This is an optimization exercise on Yosys and OpenROAD, whose aim is small area, a short achievable clock period and few clock cycles per item, not a production implementation. No run shown here included a check of the RTL's function; only the layout flow was run.

==> flow/config.mk <==
export PLATFORM = sky130hd
export DESIGN_NAME = fpa_alu
export DESIGN_NICKNAME = fpa_alu
export VERILOG_FILES = /design/flow/design.v
export SDC_FILE = /design/flow/constraint.sdc
export NUM_CORES = 4
export LEC_CHECK = 0
export ABC_CLOCK_PERIOD_IN_PS = 3000
export CAP_MARGIN = 20
export CORE_MARGIN = 2
export CORE_UTILIZATION = 40
export SLEW_MARGIN = 20
==> flow/constraint.sdc <==
create_clock -name core_clock -period 10.0 [get_ports {clk}]
set_input_delay 2.0000 -clock core_clock [delete_from_list [all_inputs] [get_ports {clk}]]
set_output_delay 2.0000 -clock core_clock [all_outputs]
set_load 0.01 [all_outputs]
==> flow/design.v <==
package fpa_pkg;
	typedef enum logic [3:0] {
		CMD_INT2FIX = 4'd0,
		CMD_TRUNC   = 4'd1,
		CMD_ROUND   = 4'd2,
		CMD_ADD     = 4'd3,
		CMD_SUB     = 4'd4,
		CMD_ADDINT  = 4'd5,
		CMD_SUBINT  = 4'd6,
		CMD_MUL     = 4'd7,
		CMD_MULINT  = 4'd8,
		CMD_DIV     = 4'd9,
		CMD_DIVINT  = 4'd10
	} cmd_t;
	typedef struct packed {
		logic [3:0]         cmd;
		logic signed [31:0] operand_a;
		logic signed [31:0] operand_b;
	} req_t;
	typedef struct packed {
		logic signed [31:0] value_out;
		logic               divide_by_zero;
	} rsp_t;
	typedef struct packed {
		logic valid;
		logic mul_op;
		logic mulint_op;
		logic div_op;
		logic dz;
		logic neg;
	} ctl_t;
endpackage
module fpa_alu (
	input  logic        clk,
	input  logic        arst_n,
	input  logic        req_valid,
	output logic        req_stall,
	input  logic [3:0]  req_cmd,
	input  logic [31:0] req_a,
	input  logic [31:0] req_b,
	output logic        rsp_valid,
	input  logic        rsp_stall,
	output logic [31:0] rsp_value,
	output logic        rsp_dz
);
	function automatic logic [5:0] bitlen(input logic [31:0] x);
		bitlen = 6'd0;
		for (int i = 0; i < 32; i++)
			if (x[i]) bitlen = 6'(i + 1);
	endfunction
	logic        i_v;
	logic [3:0]  i_cmd;
	logic [31:0] i_a;
	logic [31:0] i_b;
	logic        x_v;
	logic        x_done;
	logic        x_rot;       
	logic        x_mul;       
	logic        x_frac;      
	logic        x_div;       
	logic        x_neg;
	logic        x_dz;
	logic [5:0]  x_cnt;
	logic [5:0]  x_rs;
	logic [45:0] x_acc;
	logic [45:0] x_n;
	logic [31:0] x_d;
	logic        o_v;
	logic [31:0] o_val;
	logic        o_dz;
	logic        s_v;
	logic [31:0] s_val;
	logic        s_dz;
	logic x_adv, x_accept, i_ready, deliver;
	assign x_adv    = x_v && x_done && !s_v;
	assign x_accept = i_v && (!x_v || x_adv);
	assign i_ready  = !i_v || x_accept;
	assign req_stall = !i_ready;
	assign deliver  = o_v && !rsp_stall;
	assign rsp_valid = o_v;
	assign rsp_value = o_val;
	assign rsp_dz    = o_dz;
	always_ff @(posedge clk or negedge arst_n) begin
		if (!arst_n) i_v <= 1'b0;
		else if (i_ready) i_v <= req_valid;
	end
	always_ff @(posedge clk) begin
		if (i_ready) begin
			i_cmd <= req_cmd;
			i_a   <= req_a;
			i_b   <= req_b;
		end
	end
	logic        c_mul, c_mulint, c_div, c_divint, b_zero, c_engine;
	logic [31:0] simple;
	logic [31:0] a_sh, addend, sum;
	logic        inc, sub;
	assign c_mul    = (i_cmd == 4'd7);
	assign c_mulint = (i_cmd == 4'd8);
	assign c_div    = (i_cmd == 4'd9);
	assign c_divint = (i_cmd == 4'd10);
	assign b_zero   = (i_b == 32'd0);
	assign c_engine = c_mul || c_mulint || ((c_div || c_divint) && !b_zero);
	assign a_sh   = {{14{i_a[31]}}, i_a[31:14]};
	assign inc    = (i_cmd == 4'd1) ? (i_a[31] && (i_a[13:0] != 14'd0))
	                                : (i_a[13] && (!i_a[31] || (i_a[12:0] != 13'd0)));
	assign sub    = (i_cmd == 4'd4) || (i_cmd == 4'd6);
	assign addend = ((i_cmd == 4'd5) || (i_cmd == 4'd6)) ? {i_b[17:0], 14'd0} : i_b;
	assign sum    = i_a + (sub ? ~addend : addend) + {31'd0, sub};
	always_comb begin
		case (i_cmd)
			4'd0:                   simple = {i_b[17:0], 14'd0};
			4'd1, 4'd2:             simple = a_sh + {31'd0, inc};
			4'd3, 4'd4, 4'd5, 4'd6: simple = sum;
			default:                simple = 32'd0;
		endcase
	end
	logic [31:0] a_mag, b_mag;
	logic [5:0]  la, lb_lo, lb_hi, ls, lr;
	logic signed [7:0] m;
	logic [5:0]  m_ev;
	logic        a_small;
	assign a_mag = i_a[31] ? (~i_a + 32'd1) : i_a;
	assign b_mag = i_b[31] ? (~i_b + 32'd1) : i_b;
	assign la    = bitlen(i_a ^ {32{i_a[31]}}) + {5'd0, i_a[31]};
	assign lb_lo = bitlen(i_b ^ {32{i_b[31]}});
	assign lb_hi = lb_lo + {5'd0, i_b[31]};
	assign a_small = (la <= lb_hi);
	assign ls    = a_small ? la : lb_hi;
	assign lr    = (ls + 6'd3) & 6'b111100;
	assign m     = $signed({2'b00, la}) + (c_div ? 8'sd15 : 8'sd1) - $signed({2'b00, lb_lo});
	always_comb begin
		if (m <= 8'sd0)       m_ev = 6'd0;
		else if (m >= 8'sd46) m_ev = 6'd46;
		else                  m_ev = 6'(m);
	end
	logic [45:0] rot_in, rot, himask;
	assign rot_in = (x_frac || x_mul) ? {x_acc[31:0], 14'd0} : {14'd0, x_acc[31:0]};
	always_comb begin
		rot = rot_in;
		for (int k = 0; k < 6; k++)
			if (x_rs[k]) rot = (rot >> (1 << k)) | (rot << (46 - (1 << k)));
	end
	always_comb begin
		for (int k = 0; k < 46; k++)
			himask[k] = (k >= 46 - x_rs);
	end
	logic [32:0] s1, t1;
	logic        ge1;
	logic [31:0] r1;
	logic [45:0] macc;
	assign s1  = {x_acc[31:0], x_n[45]};
	assign t1  = s1 - {1'b0, x_d};
	assign ge1 = !t1[32];
	assign r1  = ge1 ? t1[31:0] : s1[31:0];
	assign macc = {x_acc[41:0], 4'd0} + 46'(x_d * x_n[45:42]);
	always_ff @(posedge clk or negedge arst_n) begin
		if (!arst_n) begin
			x_v    <= 1'b0;
			x_done <= 1'b0;
			x_rot  <= 1'b0;
		end else if (x_accept) begin
			x_v    <= 1'b1;
			x_done <= !c_engine;
			x_rot  <= c_engine;
		end else if (x_adv) begin
			x_v    <= 1'b0;
		end else if (x_v && !x_done) begin
			x_rot  <= 1'b0;
			x_done <= x_rot ? (x_cnt == 6'd0) : (x_cnt == 6'd1);
		end
	end
	always_ff @(posedge clk) begin
		if (x_accept) begin
			x_mul  <= c_mul || c_mulint;
			x_frac <= c_mul || c_div;
			x_div  <= (c_div || c_divint) && !b_zero;
			x_neg  <= c_engine && (i_a[31] ^ i_b[31]);
			x_dz   <= (c_div || c_divint) && b_zero;
			if (c_mul || c_mulint) begin
				x_acc <= {14'd0, a_small ? a_mag : b_mag};
				x_d   <= a_small ? b_mag : a_mag;
				x_rs  <= 6'd14 + lr;
				x_cnt <= {2'd0, lr[5:2]};
			end else begin
				x_acc <= {14'd0, c_engine ? a_mag : simple};
				x_d   <= b_mag;
				x_rs  <= m_ev;
				x_cnt <= m_ev;
			end
		end else if (x_v && !x_done) begin
			if (x_rot) begin
				if (x_mul) begin
					x_n   <= rot;
					x_acc <= 46'd0;
				end else begin
					x_n   <= rot & himask;
					x_acc <= {14'd0, rot[31:0] & ~himask[31:0]};
				end
			end else begin
				x_cnt <= x_cnt - 6'd1;
				if (x_mul) begin
					x_acc <= macc;
					x_n   <= {x_n[41:0], 4'd0};
				end else begin
					x_acc <= {14'd0, r1};
					x_n   <= {x_n[44:0], ge1};
				end
			end
		end
	end
	logic [31:0] xval, xres;
	always_comb begin
		if (x_mul)      xval = x_frac ? x_acc[45:14] : x_acc[31:0];
		else if (x_div) xval = x_n[31:0];
		else            xval = x_acc[31:0];
	end
	assign xres = x_neg ? (~xval + 32'd1) : xval;
	always_ff @(posedge clk or negedge arst_n) begin
		if (!arst_n) begin
			o_v <= 1'b0;
			s_v <= 1'b0;
		end else begin
			if (!o_v || deliver) o_v <= s_v || x_adv;
			if (s_v) begin
				if (!o_v || deliver) s_v <= 1'b0;
			end else if (x_adv && o_v && !deliver) begin
				s_v <= 1'b1;
			end
		end
	end
	always_ff @(posedge clk) begin
		if (!o_v || deliver) begin
			o_val <= s_v ? s_val : xres;
			o_dz  <= s_v ? s_dz  : x_dz;
		end
		if (!s_v) begin
			s_val <= xres;
			s_dz  <= x_dz;
		end
	end
endmodule
==> flow/run.sh <==
#!/bin/bash
# synth_recipe.tcl (not shown) runs the flow's synth.tcl, then flattens the netlist and writes it again
# the make line also repeats each setting of config.mk as NAME=value (left out here)
make -C /OpenROAD-flow-scripts/flow DESIGN_CONFIG=/design/flow/config.mk WORK_HOME=/design/flow/orfs CLKGATE_MAP_FILE= SYNTH_SCRIPT=/design/flow/synth_recipe.tcl finish
==> results of run 1 <==
[per-layer routing]
layer  routed length, µm  track usage  up-vias
li1                    -            -    13200
met1               47400        0.374    13600
met2               49500        0.437     1301
met3                8080       0.0383      323
met4                6770        0.147        0
met5                   0            0        -
[critical path, delay by kind of cell (launching register included)]
kind | cells | cell delay [ps]
AND/OR/NAND/NOR | 5 | 1470
buffers and inverters | 3 | 840
flip-flops | 1 | 360
XOR/XNOR | 2 | 650
adder cells (fa/ha/maj) | 3 | 770
AO/OA/AOI/OAI | 9 | 2060
[cells in the mapped netlist, types with 40 or more instances]
cell / n
a211oi_1: 69
a21o_1: 53
a21oi_1: 289
a31oi_1: 49
and2_1: 58
clkbuf_1: 173
edfxtp_1: 242
fa_1: 96
ha_1: 139
inv_1: 179
mux2_2: 47
mux2i_1: 231
nand2_1: 424
nand2b_1: 46
nand3_1: 80
nor2_1: 209
nor2b_1: 56
nor3_1: 66
o21a_1: 40
o21ai_0: 270
or3_1: 40
xnor2_1: 122
xor2_1: 102
[through the flow]
stage	cells	hold WS, ps
floorplan	3654	431
finish	4653	463
CTS	4653	470
global placement	4592	450
detailed placement	4592	454
global route	4653	498
[kinds of logic after synthesis]
kind of cell	share of synthesized area
AO/OA/AOI/OAI	0.214
XOR/XNOR	0.0647
adder cells (fa/ha/maj)	0.118
buffers and inverters	0.0564
flip-flops	0.261
multiplexers	0.114
AND/OR/NAND/NOR	0.172
[registers in the layout, summed over array words and instances, names as in the netlist, 4 cells and up]
register,cells
x_n,46
i_a,32
s_val,32
i_cmd,4
o_val,32
i_b,32
x_d,32
x_acc,46
x_rs,6
x_cnt,6
[layout make-up]
class                      instances  area share
inverter                         187      0.0207
timing repair buffer             158      0.0433
tap                             1030      0.0381
sequential                       281       0.239
multi-input combinational       2936       0.625
clock buffer                      43      0.0277
clock inverter                    18     0.00629
[worst paths after layout]
check | startpoint | end | slack, ps
worst max-delay path | i_a[31] | x_rs[4] | 3680
worst max register to register | i_a[31] | x_rs[4] | 3680
min in group asynchronous | arst_n | i_v | 1690
worst min-delay path | s_val[26] | s_val[26] | 460
worst min register to register | s_val[26] | s_val[26] | 460
max in group asynchronous | arst_n | s_v | 8060
==> impl_metrics.json, run 1 <==
{
  "outcome": "complete, no violations",
  "grt_setup_unrepaired": "no",
  "hold-path-cell-count": 2,
  "dr.pass1.iters": 6,
  "async_flop_share": 0.0214,
  "clkSlewWorstSetupHoldPaths_ps": 60,
  "yosysWarnings": 1,
  "viasPerCell": 6.10,
  "drt_iter0_markers": 2755,
  "syn2layout_area_growth_pct": 9.39,
  "period_minus_slack_ps": 6320,
  "placed_cell_area_um2": 32700,
  "pre_cts_ws_ps": 3770,
  "antenna_found_initial": 2,
  "post_cts_buffers": 0,
  "stdcell_area_um2": 33800,
  "cts_inserted_buffers": 35,
  "grt_start_max_net_pins": 115,
  "fmax_mhz": 158,
  "fin_ws_ps": 3680,
  "final_core_util": 0.444,
  "final_cell_mix": "nand2_1, a21oi_1, o21ai_0",
  "fillers": 7622,
  "io_pins": 107,
  "place_congestion": 1.01,
  "cts_tree": "yes",
  "drive_gt1_frac": 0.0682,
  "crit_top_cell": "ha_1",
  "ys.flop_type": "edfxtp_1",
  "rows": 101,
  "ys_ff_latch": 281,
  "grt_pass1_wl_um": 168000,
  "critPathKind": "reg2reg",
  "synth_top_area_cell": "edfxtp_1",
  "hold_path.class": "reg2reg",
  "clk_latency_ps": 570,
  "wl_um": 112000,
  "die_width_um": 282,
  "cp.arrival_ps": 6730,
  "critPathCaptureType": "register",
  "syn_inst": 3654,
  "die-area_um2": 79600,
  "hold_viol_final": 0,
  "cts_max_level": 2,
  "io_buffers": 106,
  "syn-num-nets": 3961,
  "drv_cap": 0,
  "worst-path-max-fanout": 76,
  "cts-root-buf": "clkbuf_16",
  "via_count": 28400,
  "core_um2": 76200,
  "mostFrequentLayoutCell": "nand2_1",
  "finalSetupViolCount": 0,
  "synthTopCellsByArea": "edfxtp_1, mux2i_1, fa_1",
  "post_drt_wl_per_cell_um": 24.0,
  "slew_violations": 0,
  "drt_drc_violations_left": 0,
  "multi_input_area_um2": 21200,
  "dieHeight_um": 282,
  "required_ps": 10400,
  "ys_seq_area_frac": 0.261,
  "finalCritPeriodShare": 0.632,
  "netlist_area_um2": 30900,
  "cts.path.max_buffers": 3,
  "overflow": 0,
  "tightest_slew_ps": 1040,
  "maxSlewHeadroom": 0.296,
  "regArea_um2": 8080,
  "clock-skew-final_ps": 33.6,
  "syn_avg_cell_area_um2": 8.47,
  "numClockSinks": 281,
  "cts.hold.buffers_added": 0,
  "startpoint_type": "register",
  "grt_usage": 0.279,
  "diodes": 0,
  "floorplan.initialDensity": 0.406,
  "grt_pass1_vias": 27000,
  "antenna_left": 0,
  "synth_top_area_share": 0.235,
  "fin_nets": 3906,
  "dpl.hpwl_um": 85200,
  "worst_path_largest_cell_delay_ps": 620,
  "setup_tns_ps": 0,
  "reg2reg_depth": 22,
  "synth-edff-count": 242,
  "slowest_stage": "or4_1",
  "cts_resized": 0,
  "crit_chain": "buf_4, or4_1, o211ai_1, o211ai_1, a31oi_1, o21ai_0, a21boi_0, ha_1, a31oi_1, a21oi_1, ha_1, and3_1, nand4_1, a21boi_1, buf_4, inv_1, or3_1, nand3_1, xor2_1, ha_1, xor3_1, o21ai_1",
  "synth_cell_types": 96
}
==> run 2: changes to the inputs <==
--- a/flow/config.mk
+++ b/flow/config.mk
@@ -9,4 +9,5 @@
 export CAP_MARGIN = 20
 export CORE_MARGIN = 2
 export CORE_UTILIZATION = 40
+export SETUP_SLACK_MARGIN = 5
 export SLEW_MARGIN = 20
==> run 2 against run 1 <==
Against the previous run:
- highest routed layer is now met5
- still clean on timing, DRC and antenna
- global-route usage is 1.6 points higher
- non-clock buffer count increased by 167
- sequential cell count stayed put
==> impl_metrics.json, run 2 <==
{
  "outcome": "complete, no violations",
  "grtUsageMet3": 0.0542,
  "clock-skew-final_ps": 40.4,
  "setup_tns_ps": 0,
  "drt_iter0_markers": 2852,
  "fillers": 7325,
  "final_cell_mix": "nand2_1, a21oi_1, o21ai_0",
  "cts_inserted_buffers": 36,
  "dpl.hpwl_um": 86900,
  "dieHeight_um": 282,
  "ys.flop_type": "edfxtp_1",
  "grt.met1_usage": 0.369,
  "synth_top_area_cell": "edfxtp_1",
  "grt_use_met2": 0.470,
  "worst-path-max-fanout": 5,
  "antenna_left": 0,
  "drive_gt1_frac": 0.147,
  "die_width_um": 282,
  "synth_commonest_cells": "nand2_1, a21oi_1, o21ai_0, edfxtp_1, mux2i_1",
  "cts_tree": "yes",
  "grt_pass1_wl_um": 177000,
  "synth_cell_types": 96,
  "numClockSinks": 281,
  "cts.path.max_buffers": 3,
  "grt_start_max_net_pins": 79,
  "finalSetupViolCount": 0,
  "viasPerCell": 6.10,
  "syn2layout_area_growth_pct": 18.2,
  "fmax_mhz": 195,
  "synthTopCellsByArea": "edfxtp_1, mux2i_1, fa_1",
  "io_pins": 107,
  "cts_max_level": 2,
  "clkSlewWorstSetupHoldPaths_ps": 70,
  "grt_pass1_vias": 28000,
  "rows": 101,
  "tightest_slew_ps": 990,
  "fin_nets": 4074,
  "grt_usage": 0.295,
  "async_flop_share": 0.0214,
  "slew_violations": 0,
  "hold_path.class": "reg2reg",
  "yosysWarnings": 1,
  "period_minus_slack_ps": 5130,
  "clk_latency_ps": 590,
  "die-area_um2": 79600,
  "synth-edff-count": 242,
  "syn-num-nets": 3961,
  "cp.arrival_ps": 5430,
  "drt_drc_violations_left": 0,
  "final_core_util": 0.480,
  "syn_avg_cell_area_um2": 8.47,
  "cts-root-buf": "clkbuf_16",
  "mostFrequentLayoutCell": "nand2_1",
  "via_count": 29400,
  "reg_top3": "x_acc x46, x_n x46",
  "post_drt_wl_per_cell_um": 25.0,
  "syn_inst": 3654,
  "critPathCaptureType": "register",
  "overflow": 0,
  "netlist_area_um2": 30900,
  "floorplan.initialDensity": 0.406,
  "wl_um": 121000,
  "hold_viol_final": 0,
  "ys_seq_area_frac": 0.261,
  "critPathKind": "reg2reg",
  "finalCritPeriodShare": 0.513,
  "grt-busiest-layer": "met2",
  "core_um2": 76200,
  "maxSlewHeadroom": 0.340,
  "yosysMostFrequentCell": "nand2_1",
  "place_congestion": 1.01,
  "dr.pass1.iters": 6,
  "grt_setup_unrepaired": "yes",
  "startpoint_type": "register",
  "synth_top_area_share": 0.235,
  "required_ps": 10300,
  "io_buffers": 106,
  "antenna_found_initial": 6,
  "ys_ff_latch": 281,
  "drv_cap": 0
}
## run 2: cell counts after synthesis
Identical to the previous run, type by type.
## run 2: repair_timing
action | in CTS | in global routing
hold buffers | 0 | 0
gates resized for setup | 128 | 86
cloned | 6 | 5
pin swaps | 86 | 52
endpoints found under the setup margin | 90 | 54
setup buffers | 91 | 62
## run 2: cell type report
class	instances	area, µm²	share of cell area
tap	1030	1290	0.0352
inverter	187	713	0.0195
antenna	1	2.50	0.0000684
clock inverter	17	190	0.00520
timing repair buffer	325	3080	0.0842
multi-input combinational	2936	22200	0.606
clock buffer	47	1060	0.0289
sequential	281	8080	0.221
## run 2: logic make-up after synthesis
group / count (synthesis) / share of synthesized area
simple gates: 1114 / 0.172
compound gates: 1052 / 0.214
buf+inv: 437 / 0.0564
mux: 309 / 0.114
flops: 281 / 0.261
fa+ha+maj: 235 / 0.118
xor+xnor: 226 / 0.0647
## run 2: metrics by stage
step	worst slack [ps]	instances	cell area, µm²	hold WS, ps
floorplan	5000	3654	31000	431
global placement	3950	4595	32700	448
detailed placement	3820	4595	32700	455
CTS	4890	4756	35500	468
global route	4690	4823	36600	486
finish	4870	4824	36600	464
## run 2: routing by layer
| layer | up-vias | share of wire |
|---|---|---|
| met5 | - | 0.00074 |
| met4 | 12 | 0.076 |
| met3 | 391 | 0.081 |
| met2 | 1384 | 0.45 |
| met1 | 14100 | 0.40 |
| li1 | 13500 | - |
## run 2: worst paths after layout
path | from | end | slack (ps) | cells after the start
setup reg to reg | x_n[45] | x_acc[37] | 4870 | 22
hold / removal | s_val[27] | s_val[27] | 460 | 2
hold reg to reg | s_val[27] | s_val[27] | 460 | 2
min in group asynchronous | arst_n | o_v | 1680 | 1
setup / recovery | x_n[45] | x_acc[37] | 4870 | 22
max in group asynchronous | arst_n | s_v | 8090 | 1
## run 2: worst max-delay path, cell delays in order, from the launching register on
cell,delay (ps)
edfxtp_1,410
buf_6,140
buf_12,140
ha_4,150
inv_2,40
fa_1,430
fa_2,550
inv_2,40
ha_4,210
ha_4,160
fa_2,390
a211oi_4,250
o21ai_2,110
a2111oi_4,310
buf_4,200
o32ai_4,100
a32o_2,340
nand4_1,160
nand3_2,120
a41o_4,250
buf_4,140
xnor2_2,120
nor2_1,50

-- what the ideal ports hide --
The flow's constraints put no driver on any port. The routed layouts listed below were extracted and timed again, unchanged, in two steps. Step 1 sets driving cells, clkbuf_16 on the clock port and buf_2 on the other inputs (assumed; they add their load-dependent delay and slew). Step 2 also shifts input and output timing later by t, the mid clock arrival at the registers, as if the neighbouring blocks saw the same clock. Three values: ideal ports, drivers, drivers and shift; two values: the first two.
| run | t, ns | slack for setup (ns) | worst register clock-pin slew, ns |
|---|---|---|---|
| run 1 | 0.623 | 3.676 / 3.676 / 3.676 | 0.07 / 0.07 |
| run 2 | 0.639 | 4.872 / 4.872 / 4.872 | 0.07 / 0.07 |
After both steps every run listed still meets setup and hold.
